This design comes from an exercise in tuning for small area on the open sky130 flow, not from production work. The RTL was checked by simulation tests, not by an equivalence proof against the original design. Power and IR drop assume default switching activity.

==> design.v <==
module ebpf_data_mem #(
    parameter int DEPTH_LOG2  = 5,
    parameter int BYTE_ADDR_W = 64
) (
    input  logic                   clk,
    input  logic                   rst,
    input  logic                   req_valid,
    output logic                   req_ready,
    input  logic                   req_write,
    input  logic                   req_xadd,
    input  logic [1:0]             req_size,
    input  logic [BYTE_ADDR_W-1:0] req_addr,
    input  logic [63:0]            req_wdata,
    output logic                   rsp_valid,
    output logic [63:0]            rsp_rdata,
    output logic                   rsp_err
);
    localparam int DEPTH = 1 << DEPTH_LOG2;
    localparam int TOP   = DEPTH_LOG2 + 3;   
    typedef enum logic [0:0] {IDLE, XADD} state_t;
    function automatic logic [7:0] size_be(input logic [1:0] size);
        case (size)
            2'd0:    size_be = 8'h01;
            2'd1:    size_be = 8'h03;
            2'd2:    size_be = 8'h0F;
            default: size_be = 8'hFF;
        endcase
    endfunction
    function automatic logic [63:0] size_mask(input logic [1:0] size);
        case (size)
            2'd0:    size_mask = 64'h0000_0000_0000_00FF;
            2'd1:    size_mask = 64'h0000_0000_0000_FFFF;
            2'd2:    size_mask = 64'h0000_0000_FFFF_FFFF;
            default: size_mask = 64'hFFFF_FFFF_FFFF_FFFF;
        endcase
    endfunction
    logic [63:0]           mem [DEPTH];
    state_t                state_q;
    state_t                state_d;
    logic [DEPTH_LOG2-1:0] idx;
    logic [2:0]            lane;
    logic                  misaligned;
    logic                  out_of_range;
    logic                  xadd_size_ok;
    logic                  req_err;
    logic                  accept;
    logic                  go_xadd;
    logic [63:0]           rd_val;
    logic                  mem_we;
    logic [DEPTH_LOG2-1:0] mem_widx;
    logic [7:0]            mem_be;
    logic [63:0]           mem_wdata;
    assign idx  = req_addr[DEPTH_LOG2+2:3];
    assign lane = req_addr[2:0];
    always_comb begin
        case (req_size)
            2'd0:    misaligned = 1'b0;
            2'd1:    misaligned = lane[0];
            2'd2:    misaligned = |lane[1:0];
            default: misaligned = |lane;
        endcase
    end
    assign out_of_range = |req_addr[BYTE_ADDR_W-1:TOP];
    assign xadd_size_ok = req_size[1];   
    assign req_err   = misaligned | out_of_range | (req_xadd & ~xadd_size_ok);
    assign req_ready = (state_q == IDLE) & ~rst;
    assign accept    = req_valid & req_ready;
    assign go_xadd   = accept & req_xadd & ~req_err;
    assign rd_val = (mem[idx] >> {lane, 3'b000}) & size_mask(req_size);
    logic [DEPTH_LOG2-1:0] x_idx;
    logic [2:0]            x_lane;
    logic [1:0]            x_size;
    logic [63:0]           x_addend;
    logic [63:0]           x_old;
    logic [63:0]           x_sum;
    always_ff @(posedge clk) begin
        if (go_xadd) begin
            x_idx    <= idx;
            x_lane   <= lane;
            x_size   <= req_size;
            x_addend <= req_wdata;
        end
    end
    assign x_old = (mem[x_idx] >> {x_lane, 3'b000}) & size_mask(x_size);
    assign x_sum = (x_old + x_addend) & size_mask(x_size);
    always_ff @(posedge clk) begin
        if (rst) state_q <= IDLE;
        else     state_q <= state_d;
    end
    always_comb begin
        state_d = state_q;
        case (state_q)
            IDLE:    state_d = go_xadd ? XADD : IDLE;
            XADD:    state_d = IDLE;
            default: state_d = IDLE;
        endcase
    end
    always_comb begin
        mem_we    = 1'b0;
        mem_widx  = idx;
        mem_be    = 8'h00;
        mem_wdata = 64'h0;
        if (accept && req_write && !req_xadd && !req_err) begin
            mem_we    = 1'b1;
            mem_be    = size_be(req_size) << lane;
            mem_wdata = req_wdata << {lane, 3'b000};
        end
        if (state_q == XADD && !rst) begin
            mem_we    = 1'b1;
            mem_widx  = x_idx;
            mem_be    = size_be(x_size) << x_lane;
            mem_wdata = x_sum << {x_lane, 3'b000};
        end
    end
    always_ff @(posedge clk) begin
        if (mem_we) begin
            for (int b = 0; b < 8; b++) begin
                if (mem_be[b]) mem[mem_widx][8*b +: 8] <= mem_wdata[8*b +: 8];
            end
        end
    end
    always_ff @(posedge clk) begin
        if (rst) begin
            rsp_valid <= 1'b0;
            rsp_rdata <= 64'h0;
            rsp_err   <= 1'b0;
        end else begin
            rsp_valid <= 1'b0;
            if (accept && !go_xadd) begin
                rsp_valid <= 1'b1;
                rsp_err   <= req_err;
                rsp_rdata <= (req_err || req_write || req_xadd) ? 64'h0 : rd_val;
            end
            else if (state_q == XADD) begin
                rsp_valid <= 1'b1;
                rsp_err   <= 1'b0;
                rsp_rdata <= x_old;
            end
        end
    end
endmodule
==> run.sh <==
#!/bin/bash
# synth_recipe.tcl (not shown) runs the flow's synth.tcl, then flattens the netlist and writes it again
# the make line also repeats each setting of config.mk as NAME=value (left out here)
make -C /OpenROAD-flow-scripts/flow DESIGN_CONFIG=/design/flow/config.mk WORK_HOME=/design/flow/orfs CLKGATE_MAP_FILE= SYNTH_SCRIPT=/design/flow/synth_recipe.tcl finish
==> config.mk <==
export PLATFORM = sky130hd
export DESIGN_NAME = ebpf_data_mem
export DESIGN_NICKNAME = ebpf_data_mem
export VERILOG_FILES = /design/flow/design.v
export SDC_FILE = /design/flow/constraint.sdc
export NUM_CORES = 4
export LEC_CHECK = 0
export CAP_MARGIN = 40
export CORE_MARGIN = 2
export CORE_UTILIZATION = 35
export SLEW_MARGIN = 20
==> constraint.sdc <==
create_clock -name core_clock -period 12.0 [get_ports {clk}]
set_input_delay 2.4000 -clock core_clock [delete_from_list [all_inputs] [get_ports {clk}]]
set_output_delay 2.4000 -clock core_clock [all_outputs]
set_load 0.01 [all_outputs]
==> run summary <==
-- power groups by stage --
stage	registers (uW)	logic [uW]	clock network, uW
4_1_cts	8290	607	7190
6_report	8290	628	7110
3_5_place_dp	8450	605	0
5_1_grt	8280	637	7450
3_3_place_gp	8450	599	0
2_1_floorplan	8450	311	0
-- worst min-delay path: stages, from the launching register on --
cell     delay [ns]
dfxtp_1        0.33
nand2_1        0.06
a21oi_1        0.05
-- worst max-delay path by stage --
stage / endpoint / slack, ns / cells past startpoint
4_1_cts: mem[29][35]$_DFFE_PP_ / 2.77 / 20
3_3_place_gp: mem[22][51]$_DFFE_PP_ / 2.36 / 20
5_1_grt: mem[12][35]$_DFFE_PP_ / 2.68 / 21
2_1_floorplan: mem[0][49]$_DFFE_PP_ / 4.38 / 22
6_report: mem[0][51]$_DFFE_PP_ / 2.70 / 20
3_5_place_dp: mem[29][35]$_DFFE_PP_ / 2.84 / 20
-- metal layers --
metal / up-vias / global-route usage (%) / wire length (microns)
met5: - / 0 / 209
met4: 28 / 10.8 / 20200
met3: 844 / 6.64 / 49000
met2: 4930 / 40.1 / 196000
met1: 38700 / 36.4 / 171000
li1: 28200 / - / -
-- flip-flops by register name, indices dropped and copies added, names as in the netlist, named ones only --
| signal | flops |
|---|---|
| mem | 2048 |
| rsp_err | 1 |
| rsp_rdata | 64 |
| rsp_valid | 1 |
| state_q | 1 |
| x_addend | 64 |
| x_idx | 5 |
| x_lane | 3 |
| x_size | 2 |
-- cells in the final DEF, fill, tap and decap left out, drive strengths merged, types with 20 or more instances in the layout --
| master | instances |
|---|---|
| edfxtp | 2122 |
| mux4 | 1264 |
| nor2 | 592 |
| buf | 519 |
| nand2 | 394 |
| clkbuf | 268 |
| o21ai | 219 |
| a21oi | 208 |
| clkdlybuf4s50 | 192 |
| mux2i | 184 |
| clkinv | 97 |
| mux2 | 82 |
| dfxtp | 72 |
| nor3 | 64 |
| ha | 63 |
| a211oi | 57 |
| inv | 51 |
| a21o | 45 |
| nand3 | 42 |
| nand4 | 40 |
| a31oi | 35 |
| o22ai | 35 |
| o211ai | 33 |
| xnor2 | 31 |
| o221ai | 28 |
| a22oi | 28 |
| bufinv | 23 |
| o21a | 20 |
| xor2 | 20 |
-- metrics by stage --
step / total power (uW) / area [sq um] / util [%] / hold WS [ns]
after floorplan: 8760 / 111000 / - / 0.466
after global placement: 9050 / 119000 / 37.6 / 0.479
after detailed placement: 9060 / 121000 / 38.1 / 0.485
after CTS: 16100 / 128000 / 40.4 / 0.494
after global routing: 16400 / 129000 / 40.5 / 0.510
final: 16000 / 129000 / 40.5 / 0.486
-- area by class of cell --
class | count | area, sq um
sequential | 2194 | 65200
antenna | 14 | 35.0
inverter | 44 | 171
tap | 4180 | 5230
timing repair buffer | 712 | 6680
clock inverter | 142 | 1380
multi-input combinational | 3784 | 44100
fill | 28400 | 189000
clock buffer | 267 | 5920
-- kinds of logic after synthesis --
group                      count (synthesis)  share of synthesized area, %
muxes                                   1530                          28.0
buffers and inverters                    561                          2.44
DFF                                     2194                          58.4
AOI/OAI and AO/OA                        893                          5.24
xor gates and xnor gates                  51                         0.401
adders and majority gates                 64                         0.725
and+or+nand+nor                         1246                          4.73
==> impl_metrics.json <==
{
  "status": "complete, no violations",
  "ios": 202,
  "finalHoldViolations": 0,
  "post-place-ws_ns": 2.84,
  "power_density_mw_per_mm2": 124,
  "crit_arrival_ns": 10.03,
  "drt_first_pass_iters": 6,
  "routabilityCongestion": 1.04,
  "power.share.clock_pct": 44.4,
  "synth_top_area_share_pct": 57.2,
  "synth.avg_cell_area_sq_um": 17.0,
  "rr_endpoint": "mem[0][51]$_DFFE_PP_",
  "crit_family": "compound AO/OA/AOI/OAI gates",
  "synth_cell_types": 88,
  "cts_sinks": 2194,
  "critPathBufInv": 2,
  "start_util_pct": 35.1,
  "ctsLongestPathBuffers": 4,
  "io_buffers": 201,
  "vdd_ir_drop_max_uv": 135,
  "cp_common_cell": "a21oi_1",
  "fin_ws_ns": 2.70,
  "instances_no_fill": 11300,
  "wl_per_cell_microns": 38.5,
  "whs_path_depth": 2,
  "syn-num-nets": 6738,
  "pwr-share-comb_pct": 3.9,
  "leakagePower_uw": 0.0348,
  "cts-resized-gates": 0,
  "p_switching_uw": 3510,
  "crit_chain": "buf_12 > mux4_2 > mux4_2 > mux2_2 > mux2i_1 > nor2_1 > a31oi_1 > mux2i_1 > ha_1 > a21oi_1 > o211a_1 > nor3_1 > o211ai_1 > a21oi_1 > xor2_1 > a22oi_1 > a2bb2oi_1 > a21oi_1 > a2bb2oi_2 > buf_6",
  "switching_share_pct": 21.9,
  "maxSlewHeadroom_pct": 21.3,
  "post-route-drc-count": 0,
  "fmax_ghz": 0.108,
  "setup_tns_ns": 0,
  "slowest_delay_ns": 0.80,
  "drtIter0Drc": 11000,
  "via_count": 72800,
  "setup-violations-final": 0,
  "insertion_delay_ns": 0.94,
  "ys_seq_area_share_pct": 58.4,
  "synthTopCellsByArea": "edfxtp_1, mux4_2, nor2_1",
  "critical_path_class": "reg -> reg",
  "track_usage_pct": 26.5,
  "synth_most_common_cell": "edfxtp_1",
  "tightest_slew_ns": 1.18,
  "netlist_top_cells_count": "edfxtp_1, mux4_2, nor2_1",
  "cellInternalPower_uw": 12500,
  "synth_enable_flop_cells": 2122,
  "syn-cell-area_sq_mm": 0.111,
  "seq_power_share_pct": 51.7,
  "grt_overflow_total": 0,
  "finalMaxSlewViolations": 0,
  "ant_nets": 0,
  "htree_num_levels": 4,
  "die_area_sq_mm": 0.323,
  "synth.largest_area_cell": "edfxtp_1",
  "worstHoldEndpoint": "rsp_err$_SDFFE_PP0P_",
  "hold_start": "rsp_err$_SDFFE_PP0P_",
  "synth_warnings": 1,
  "holdBufCountCts": 0,
  "period_needed_ns": 9.30,
  "dp_cells": 10900,
  "die_w_microns": 568,
  "ys_seq_elements": 2194,
  "drive_gt1_share_pct": 33.0,
  "post-cts-setup-buffers": 0,
  "drv_cap": 0,
  "cp_max_fo": 77,
  "rsz0062_at_grt": "no",
  "antenna_found_initial": 39,
  "core_area_sq_mm": 0.318,
  "wl_microns": 436000,
  "grt_max_degree": 100,
  "dp_hpwl_microns": 308000,
  "grt_pass1_vias": 70800,
  "cts_tree": "built",
  "num_rows": 207,
  "hp-class": "reg -> reg",
  "grt_pass1_wl_microns": 594000,
  "reg2reg_depth": 20,
  "cts_buffers": 228,
  "critical_path.endpoint_type": "flip-flop",
  "die_height_microns": 568,
  "postSynth.asyncResetShare_pct": 0,
  "period_share_pct": 77.5,
  "clock_skew_ns": 0.0835,
  "critPathLaunchType": "flip-flop",
  "via_per_inst": 6.42,
  "critPathSlowestCell": "dfxtp_4",
  "critPathRequiredTime_ns": 12.73,
  "nets": 7163,
  "ys.flop_type": "edfxtp_1",
  "syn_to_final_growth_pct": 15.5,
  "cts-root-buf": "clkbuf_16",
  "synthCells": 6539,
  "path_clk_slew_ns": 0.06,
  "reg2reg_slack_ns": 2.70
}

-- port drivers added, routing unchanged --
No port has a modelled driver above. Below, the same layout with a new extraction and two added sets of constraints. Step 1 (the two cells are an assumption about what drives the block):
set clk [get_ports {clk}]
set_driving_cell -lib_cell sky130_fd_sc_hd__clkbuf_16 $clk
set_driving_cell -lib_cell sky130_fd_sc_hd__buf_2 [delete_from_list [all_inputs] $clk]
Step 2 adds t to the input delays and takes it off the output delays; t is the mean of the earliest and latest rising clock arrival at the registers after step 1. Input paths then give back, and output paths get back, about the clock's delay inside the block. Slacks: ideal ports / drivers / drivers and shift; pairs: ideal ports / drivers.
t, ns: 0.996
setup WS [ns]: 2.705 / 2.705 / 2.705
hold WS [ns]: 0.486 / 0.486 / 0.486
After both steps setup and hold are still met in this run. For this run, drivers alone change the setup slack by 0.000 ns; drivers and shift together by 0.000 ns.
